Source: an optimization exercise on an open RTL-to-GDS flow (aim: small area, a short achievable clock period and few clock cycles per item). Production flows keep margins and buffers that such runs may drop. Only simulation tests tie the RTL to the original design; equivalence was not proved.

==> flow/design.v (excerpt) <==
module ladder_lowpass_filter_core #(
  parameter int SAMPLE_BITS    = llf_pkg::SAMPLE_BITS_DEF,
  parameter int COEF_FRAC_BITS = llf_pkg::COEF_FRAC_BITS_DEF
) (
  input  logic                              clk_i,
  input  logic                              rst_ni,
  input  logic                              cfg_we_i,
  input  logic [llf_pkg::CFG_ADDR_W-1:0]    cfg_addr_i,
  input  logic [llf_pkg::CFG_DATA_W-1:0]    cfg_wdata_i,
  input  logic                              s_axis_tvalid,
  output logic                              s_axis_tready,
  input  logic [((SAMPLE_BITS+7)/8)*8-1:0]  s_axis_tdata,   
  output logic                              m_axis_tvalid,
  input  logic                              m_axis_tready,
  output logic [((SAMPLE_BITS+7)/8)*8-1:0]  m_axis_tdata    
);
Size: ~6100 cells after synthesis, ~690 flip-flops, roughly 83 I/O pins, ~52000 um2 of cells after synthesis.
clock: 16.0 ns
lec_check: 0
abc_area: 1
cap_margin: 20
core_margin: 2
core_utilization: 40
slew_margin: 20
run.sh (not shown) runs the stock make flow with config.mk's settings and CLKGATE_MAP_FILE= SYNTH_SCRIPT=/design/flow/synth_recipe.tcl, a recipe that flattens the netlist after the stock synthesis.
Testbench counts at the start, summed over its fixed seeds: cycles 26,304, items 1,536.
Edit:
Settings changed: ABC_AREA 1 to default.
Final cell count falls by 12%.
Register-to-register slack is worse by 0.95 ns.
Non-clock buffer count does not change.
Wire length falls by 1.1%.
First-iteration DRC count went up by 8.6%.
Critical path depth falls by 5.
Via count shrinks by 4.5%.
Count of clock-buffer cells in the layout fell by 22.
Global-route usage decreases by 0.56 points.
Area after synthesis increases by 0.84%.

---

ladder_lowpass_filter_core, a different RTL version from the one above (not shown whole).
Size: roughly 5,200 cells after synthesis, about 83 I/O pins, about 0.050 mm2 of cells after synthesis.
clock: 16.0 ns
lec_check: 0
cap_margin: 70
core_margin: 2
core_utilization: 40
slew_margin: 70
Testbench counts at the start, summed over its fixed seeds: cycles 26,304, items 1,536.
Edit:
Settings changed: CAP_MARGIN 70 to 60, SLEW_MARGIN 70 to 60.
Effect:
- synthesized area is unchanged
- worst setup slack loses 0.15 ns
- wire length is about the same
- sequential share of layout area grows by 0.83 points
- final cell count shrinks by 0.72%
- clock skew shrinks by 0.0087 ns
- via count shrinks by 0.86%
Edit:
Settings changed: CAP_MARGIN 60 to 50, SLEW_MARGIN 60 to 50.
The new run ran to the end with no violations.
Global-route usage decreases by 0.12 points.
Maximum frequency is lower by 1.1%.
Synthesized area stays the same.

---

== run A ==
ladder_lowpass_filter_core, a different RTL version from the one above (not shown whole).
Size: about 6400 cells after synthesis, ~83 I/O pins, roughly 51000 um^2 of cells after synthesis.
Settings: LEC_CHECK=0, ABC_AREA=1, CAP_MARGIN=70, CORE_MARGIN=2, CORE_UTILIZATION=40, SLEW_MARGIN=70; clock period 16.0 ns.
Testbench counts of run A, summed over its fixed seeds: cycles 26,240, items 1,536.
[inputs] run B vs run A
diff --git a/flow/config.mk b/flow/config.mk
--- a/flow/config.mk
+++ b/flow/config.mk
@@ -8,5 +8,5 @@
 export ABC_AREA = 1
-export CAP_MARGIN = 70
+export CAP_MARGIN = 60
 export CORE_MARGIN = 2
-export CORE_UTILIZATION = 40
-export SLEW_MARGIN = 70
+export CORE_UTILIZATION = 55
+export SLEW_MARGIN = 60
Notes after the runs:
Going from run A to run B, count of clock-net buffers in the final layout grows by about 3.6%. The via count of run B exceeds that of run A by 204. Going from run A to run B, met3 track utilization from global routing has increased, number of buffers added by the clock tree synthesis step has decreased, signal arrival time at the worst endpoint has increased. | final design utilization | run B vs run A | 15 points higher |. Area of the core on run B is ahead of run A.
diff inputs: run B => run C
diff --git a/flow/config.mk b/flow/config.mk
--- a/flow/config.mk
+++ b/flow/config.mk
@@ -7,6 +7,5 @@
 export LEC_CHECK = 0
-export ABC_AREA = 1
 export CAP_MARGIN = 60
 export CORE_MARGIN = 2
-export CORE_UTILIZATION = 55
+export CORE_UTILIZATION = 40
 export SLEW_MARGIN = 60
Notes after the runs:
Area growth from synthesis to layout (run C over run B): increase, 1.5 points
Compared with run B, run C has less setup slack.
Of the two values seen for cell type of the slowest stage on the worst timing path, or4_2 was produced by run C and fa_1 by run B.
Between run C and run B, the difference in worst hold slack is negligible.
Run C — relative area of clock buffers and inverters in the final design 0.37 points higher, run B as reference
Relative to run B, the routed length per instance measured on run C has increased by a few percent.
In the metrics for run C and run B, the one carrying the lower synthesized area is run C.
Between run B and run C, the flow reports number of placed cells counting well taps decreasing by more than 10%.
diff inputs: run C => run D
diff --git a/flow/config.mk b/flow/config.mk
--- a/flow/config.mk
+++ b/flow/config.mk
@@ -7,2 +7,3 @@
 export LEC_CHECK = 0
+export ABC_AREA = 1
 export CAP_MARGIN = 60
[summary]
On run D: final period demand of the worst path is 0.55 ns lower than what run C gave.
In run D, signed area change from the synthesized netlist to the final layout is lower than in run C.
Lower met1 usage was reported by run C, not run D.
Compare run D and run C | maximum number of pins on one net before global-route repair higher: run D
Per the comparison of run D with run C, post-synthesis share of cell area spent on and, or, nand and nor gates now larger, buffering stage count on the worst path with inverters included went up by 5, via density per instance decreased 6.6%.
Final-layout clock buffer total in run D is 10 lower than in run C
Run D — final cell count without fillers about 20% higher, run C as reference
No run among run D and run C stopped early or left any final violation; all are clean.
Edits applied to the flow inputs when going from run D to run E:
diff --git a/flow/config.mk b/flow/config.mk
--- a/flow/config.mk
+++ b/flow/config.mk
@@ -7,3 +7,2 @@
 export LEC_CHECK = 0
-export ABC_AREA = 1
 export CAP_MARGIN = 60
@@ -11,2 +10,3 @@
 export CORE_UTILIZATION = 40
+export PLACE_DENSITY = 0.75
 export SLEW_MARGIN = 60
Findings:
In run E, the cell count after synthesis came out 19% below the value in run D. Run E vs run D — count of clock-buffer cells in the layout dropped by a little under 10%. Compared with run D, run E shows a global-route usage that is 3.2 points lower. Relative to run D, transition time at the pin with the least slew margin increased by 0.045 ns in run E. Summary of run E over run D: multiplexer share of the synthesized area up 4.4 points, post-place setup slack decreased by 0.56 ns relative to the old numbers, width of the die now smaller, vertical die dimension saw a decrease. Run E vs run D — met1 routed wirelength after detailed routing dropped 20 mm.

-- separate check: timing with driven ports --
The flow's constraints put no driver on any port. The routed layouts listed below were extracted and timed again, unchanged, in two steps. Step 1 assumes that a clkbuf_16 drives the clock port and a buf_2 every other input. Step 2 also shifts input and output timing later by t, the mid clock arrival at the registers, as if the neighbouring blocks saw the same clock. a / b / c = no drivers / after step 1 / after step 2; a / b = the first two.
run	t, ns	setup slack, ns	hold WS [ns]	latest minus earliest clock arrival (ns)	worst slew at a driven data input, ns
the first run of note 1	0.772	9.541 / 9.541 / 9.541	0.444 / 0.444 / 0.444	0.064 / 0.063	0.08
the second run of note 1	0.704	8.592 / 8.592 / 8.592	0.462 / 0.462 / 0.462	0.023 / 0.023	0.11
the first run of note 2	0.744	10.582 / 10.582 / 10.582	0.457 / 0.457 / 0.457	0.054 / 0.053	0.12
the second run of note 2	0.756	10.433 / 10.433 / 10.433	0.460 / 0.460 / 0.460	0.047 / 0.047	0.12
the third run of note 2	0.748	10.369 / 10.369 / 10.369	0.459 / 0.459 / 0.459	0.056 / 0.057	0.12
run A	0.754	11.074 / 11.013 / 11.048	0.459 / 0.459 / 0.459	0.057 / 0.057	0.10
run B	0.719	10.586 / 10.586 / 10.586	0.461 / 0.461 / 0.461	0.029 / 0.030	0.08
run C	0.749	10.442 / 10.442 / 10.442	0.459 / 0.459 / 0.459	0.048 / 0.048	0.08
run D	0.760	10.990 / 10.990 / 10.990	0.466 / 0.466 / 0.466	0.052 / 0.051	0.10
run E	0.728	10.131 / 10.131 / 10.131	0.471 / 0.471 / 0.471	0.049 / 0.048	0.09
After both steps every run listed still meets setup and hold. The setup slack of run A, which loses most, moves by -0.061 ns with the drivers and by -0.026 ns with both steps.
